Context: an optimization exercise on an open-source flow, tuned for small area. The choices shown serve that exercise and are no tape-out recipe.

==> 06-12 <==
==> flow/design.v <==
module sector_timer_bank #(
  parameter int unsigned N_SECT      = 24,
  parameter int unsigned AW          = 5,
  parameter int unsigned TW          = 16,
  parameter int unsigned PW          = 16,
  parameter int unsigned STALL_TICKS = 5000
) (
  input  logic          i_clk,
  input  logic          i_rst,
  input  logic          i_tick_1us,
  input  logic          i_sct1,
  input  logic          i_sct2,
  input  logic          i_sct_id_ready,
  input  logic [AW-1:0] i_sct_id_mcu,
  input  logic          i_ram_change,
  input  logic          i_rd_en,
  input  logic [AW-1:0] i_rd_addr,
  output logic [TW-1:0] o_rd_data,
  output logic          o_rd_valid,
  output logic [AW-1:0] o_cur_sector,
  output logic [PW-1:0] o_period_out,
  output logic          o_not_rotate
);
  localparam int unsigned SW = $clog2(STALL_TICKS + 1);
  logic [2:0]    r_s1, r_s2;
  logic          r_e1, r_e2;
  logic [AW-1:0] r_cur;
  logic [PW-1:0] r_period_live;
  logic [PW-1:0] r_period_out;
  logic [SW-1:0] r_stall_cnt;
  logic          r_not_rotate;
  logic [TW-1:0] r_acc    [N_SECT];
  logic [TW-1:0] r_shadow [N_SECT];
  logic [TW-1:0] r_rd_data;
  logic          r_rd_valid;
  logic [AW-1:0]     w_cur_nxt;
  logic              w_id_ok;
  logic [N_SECT-1:0] w_inc;
  logic [TW-1:0]     w_rd_mux;
  always_ff @(posedge i_clk) begin
    if (i_rst) begin
      r_s1 <= '0;
      r_s2 <= '0;
      r_e1 <= 1'b0;
      r_e2 <= 1'b0;
    end else begin
      r_s1 <= {r_s1[1:0], i_sct1};
      r_s2 <= {r_s2[1:0], i_sct2};
      r_e1 <= r_s1[1] & ~r_s1[2];
      r_e2 <= r_s2[1] & ~r_s2[2];
    end
  end
  always_comb begin
    w_id_ok   = 32'(i_sct_id_mcu) < N_SECT;
    w_cur_nxt = r_cur;
    if (r_e1) begin
      w_cur_nxt = '0;
    end else if (i_sct_id_ready && w_id_ok) begin
      w_cur_nxt = i_sct_id_mcu;
    end else if (r_e2) begin
      w_cur_nxt = (r_cur == AW'(N_SECT - 1)) ? '0 : r_cur + AW'(1);
    end
  end
  always_comb begin
    w_inc    = '0;
    w_rd_mux = '0;
    for (int unsigned i = 0; i < N_SECT; i++) begin
      w_inc[i] = i_tick_1us && !r_not_rotate && (r_cur == AW'(i));
      if (i_rd_addr == AW'(i)) w_rd_mux = r_shadow[i];
    end
  end
  always_ff @(posedge i_clk) begin
    if (i_rst) begin
      r_cur         <= '0;
      r_period_live <= '0;
      r_period_out  <= '0;
      r_stall_cnt   <= '0;
      r_not_rotate  <= 1'b0;
      r_rd_data     <= '0;
      r_rd_valid    <= 1'b0;
    end else begin
      r_cur      <= w_cur_nxt;
      r_rd_valid <= i_rd_en;
      if (i_rd_en) r_rd_data <= w_rd_mux;
      if (i_ram_change) begin
        r_period_out  <= r_period_live;
        r_period_live <= r_e1 ? PW'(1) : '0;
      end else if (r_e1 && (r_period_live != '1)) begin
        r_period_live <= r_period_live + PW'(1);
      end
      if (r_e1 || r_e2) begin
        r_stall_cnt  <= '0;
        r_not_rotate <= 1'b0;
      end else if (i_tick_1us && (r_stall_cnt != SW'(STALL_TICKS))) begin
        r_stall_cnt <= r_stall_cnt + SW'(1);
        if (r_stall_cnt == SW'(STALL_TICKS - 1)) r_not_rotate <= 1'b1;
      end
    end
  end
  always_ff @(posedge i_clk) begin
    for (int unsigned i = 0; i < N_SECT; i++) begin
      if (i_rst) begin
        r_acc[i]    <= '0;
        r_shadow[i] <= '0;
      end else if (i_ram_change) begin
        r_shadow[i] <= r_acc[i];
        r_acc[i]    <= w_inc[i] ? TW'(1) : '0;
      end else if (w_inc[i] && (r_acc[i] != '1)) begin
        r_acc[i] <= r_acc[i] + TW'(1);
      end
    end
  end
  assign o_rd_data    = r_rd_data;
  assign o_rd_valid   = r_rd_valid;
  assign o_cur_sector = r_cur;
  assign o_period_out = r_period_out;
  assign o_not_rotate = r_not_rotate;
endmodule
==> flow/run.sh <==
#!/bin/bash
# synth_recipe.tcl (not shown) runs the flow's synth.tcl, then flattens the netlist and writes it again
# the make line also repeats each setting of config.mk as NAME=value (left out here)
make -C /OpenROAD-flow-scripts/flow DESIGN_CONFIG=/design/flow/config.mk WORK_HOME=/design/flow/orfs CLKGATE_MAP_FILE= SYNTH_SCRIPT=/design/flow/synth_recipe.tcl finish
==> flow/config.mk <==
export PLATFORM = sky130hd
export DESIGN_NAME = sector_timer_bank
export DESIGN_NICKNAME = sector_timer_bank
export VERILOG_FILES = /design/flow/design.v
export SDC_FILE = /design/flow/constraint.sdc
export NUM_CORES = 4
export LEC_CHECK = 0
export CAP_MARGIN = 20
export CORE_MARGIN = 2
export CORE_UTILIZATION = 40
export SLEW_MARGIN = 20
==> flow/constraint.sdc <==
create_clock -name core_clock -period 5.0 [get_ports {i_clk}]
set_input_delay 1.0000 -clock core_clock [delete_from_list [all_inputs] [get_ports {i_clk}]]
set_output_delay 1.0000 -clock core_clock [all_outputs]
set_load 0.01 [all_outputs]
==> 07-19 (differences from 06-12) <==
==> flow/design.v, changed modules only <==
module stb_andor #(
  parameter int unsigned N = 24
) (
  input  logic [N-1:0] i_sel,
  input  logic [N-1:0] i_d,
  output logic         o_y
);
  assign o_y = |(i_sel & i_d);
endmodule
module sector_timer_bank #(
  parameter int unsigned N_SECT      = 24,
  parameter int unsigned AW          = 5,
  parameter int unsigned TW          = 16,
  parameter int unsigned PW          = 16,
  parameter int unsigned STALL_TICKS = 5000
) (
  input  logic          i_clk,
  input  logic          i_rst,
  input  logic          i_tick_1us,
  input  logic          i_sct1,
  input  logic          i_sct2,
  input  logic          i_sct_id_ready,
  input  logic [AW-1:0] i_sct_id_mcu,
  input  logic          i_ram_change,
  input  logic          i_rd_en,
  input  logic [AW-1:0] i_rd_addr,
  output logic [TW-1:0] o_rd_data,
  output logic          o_rd_valid,
  output logic [AW-1:0] o_cur_sector,
  output logic [PW-1:0] o_period_out,
  output logic          o_not_rotate
);
  localparam int unsigned SW = $clog2(STALL_TICKS + 1);
  logic [2:0]    r_s1, r_s2;
  logic          r_e1, r_e2;
  logic [AW-1:0] r_cur;
  logic [PW-1:0] r_period_live;
  logic [PW-1:0] r_period_out;
  logic [SW-1:0] r_stall_cnt;
  logic          r_not_rotate;
  logic [TW-1:0] r_acc    [N_SECT];
  logic [TW-1:0] r_shadow [N_SECT];
  logic          r_sh_valid;    
  logic [TW-1:0] r_rd_data;
  logic          r_rd_valid;
  logic [AW-1:0]     w_cur_nxt;
  logic              w_id_ok;
  logic [N_SECT-1:0] w_dec_cur;   
  logic [N_SECT-1:0] w_dec_rd;    
  logic [TW-1:0]     w_cur_val;   
  logic [TW-1:0]     w_rd_mux;
  logic              w_tick_ok;
  logic              w_clr;
  logic              w_sat;
  logic [TW-1:0]     w_bus;       
  always_ff @(posedge i_clk) begin
    if (i_rst) begin
      r_s1 <= '0;
      r_s2 <= '0;
      r_e1 <= 1'b0;
      r_e2 <= 1'b0;
    end else begin
      r_s1 <= {r_s1[1:0], i_sct1};
      r_s2 <= {r_s2[1:0], i_sct2};
      r_e1 <= r_s1[1] & ~r_s1[2];
      r_e2 <= r_s2[1] & ~r_s2[2];
    end
  end
  always_comb begin
    w_id_ok   = 32'(i_sct_id_mcu) < N_SECT;
    w_cur_nxt = r_cur;
    if (r_e1) begin
      w_cur_nxt = '0;
    end else if (i_sct_id_ready && w_id_ok) begin
      w_cur_nxt = i_sct_id_mcu;
    end else if (r_e2) begin
      w_cur_nxt = (r_cur == AW'(N_SECT - 1)) ? '0 : r_cur + AW'(1);
    end
  end
  always_comb begin
    for (int unsigned i = 0; i < N_SECT; i++) begin
      w_dec_cur[i] = (r_cur == AW'(i));
      w_dec_rd[i]  = r_sh_valid && (i_rd_addr == AW'(i));
    end
  end
  for (genvar b = 0; b < TW; b++) begin : g_mux
    logic [N_SECT-1:0] w_acc_col, w_sh_col;
    for (genvar i = 0; i < N_SECT; i++) begin : g_col
      assign w_acc_col[i] = r_acc[i][b];
      assign w_sh_col[i]  = r_shadow[i][b];
    end
    stb_andor #(.N(N_SECT)) u_cur (.i_sel(w_dec_cur), .i_d(w_acc_col), .o_y(w_cur_val[b]));
    stb_andor #(.N(N_SECT)) u_rd  (.i_sel(w_dec_rd),  .i_d(w_sh_col),  .o_y(w_rd_mux[b]));
  end
  always_ff @(posedge i_clk) begin
    if (i_rst) begin
      r_cur         <= '0;
      r_period_live <= '0;
      r_period_out  <= '0;
      r_stall_cnt   <= '0;
      r_not_rotate  <= 1'b0;
      r_rd_data     <= '0;
      r_rd_valid    <= 1'b0;
      r_sh_valid    <= 1'b0;
    end else begin
      r_cur      <= w_cur_nxt;
      r_rd_valid <= i_rd_en;
      if (i_rd_en) r_rd_data <= w_rd_mux;
      if (i_ram_change) r_sh_valid <= 1'b1;
      if (i_ram_change) begin
        r_period_out  <= r_period_live;
        r_period_live <= r_e1 ? PW'(1) : '0;
      end else if (r_e1 && (r_period_live != '1)) begin
        r_period_live <= r_period_live + PW'(1);
      end
      if (r_e1 || r_e2) begin
        r_stall_cnt  <= '0;
        r_not_rotate <= 1'b0;
      end else if (i_tick_1us && (r_stall_cnt != SW'(STALL_TICKS))) begin
        r_stall_cnt <= r_stall_cnt + SW'(1);
        if (r_stall_cnt == SW'(STALL_TICKS - 1)) r_not_rotate <= 1'b1;
      end
    end
  end
  assign w_tick_ok = i_tick_1us & ~r_not_rotate;
  assign w_clr     = i_rst | i_ram_change;
  assign w_sat     = &w_cur_val;
  always_comb begin
    if (w_clr) w_bus = {{(TW-1){1'b0}}, w_tick_ok & ~i_rst};
    else       w_bus = w_cur_val + TW'(1);
  end
  for (genvar i = 0; i < N_SECT; i++) begin : g_sect
    logic w_en;
    assign w_en = w_clr | (w_tick_ok & w_dec_cur[i] & ~w_sat);
    always_ff @(posedge i_clk) begin
      if (w_en) r_acc[i] <= {w_bus[TW-1:1], w_bus[0] & w_dec_cur[i]};
      if (i_ram_change) r_shadow[i] <= r_acc[i];
    end
  end
  assign o_rd_data    = r_rd_data;
  assign o_rd_valid   = r_rd_valid;
  assign o_cur_sector = r_cur;
  assign o_period_out = r_period_out;
  assign o_not_rotate = r_not_rotate;
endmodule
- SYNTH_HIERARCHICAL: not set -> 1
- SYNTH_MINIMUM_KEEP_SIZE: not set -> 0
==> notes <==
07-19 ran to the end with no violations. 06-12 ran to the end with no violations. Against 06-12, the clock skew of 07-19 is lower by 0.032 ns. Between 06-12 and 07-19, the lower sequential cell count is in 06-12 (gap 1). In 06-12 the non-clock buffer count is lower than in 07-19, by 61. First-iteration DRC count: 07-19 is smaller than 06-12 (about 6%).
No run of this note included a check of the RTL's function; only the layout flow was run.

==> re-timing with driven ports <==
No port has a modelled driver above. Below, the same layouts with a new extraction and two added sets of constraints. Step 1 sets driving cells, clkbuf_16 on the clock port and buf_2 on the other inputs (assumed; they add their load-dependent delay and slew). Step 2 adds t to the input delays and takes it off the output delays; t is the mean of the earliest and latest rising clock arrival at the registers after step 1. Input paths then give back, and output paths get back, about the clock's delay inside the block. a / b / c = no drivers / after step 1 / after step 2; a / b = the first two.
| run | shift t [ns] | slack for setup (ns) | worst hold slack (ns) | worst setup path after step 2 |
|---|---|---|---|---|
| 06-12 | 0.730 | 1.633 / 1.648 / 0.918 | 0.381 / 0.381 / 0.381 | input to register |
| 07-19 | 0.706 | 0.193 / 0.193 / 0.193 | 0.387 / 0.387 / 0.387 | register to register |
After both steps setup and hold are still met in every run listed. The setup slack of 06-12, which loses most, moves by +0.015 ns with the drivers and by -0.715 ns with both steps.
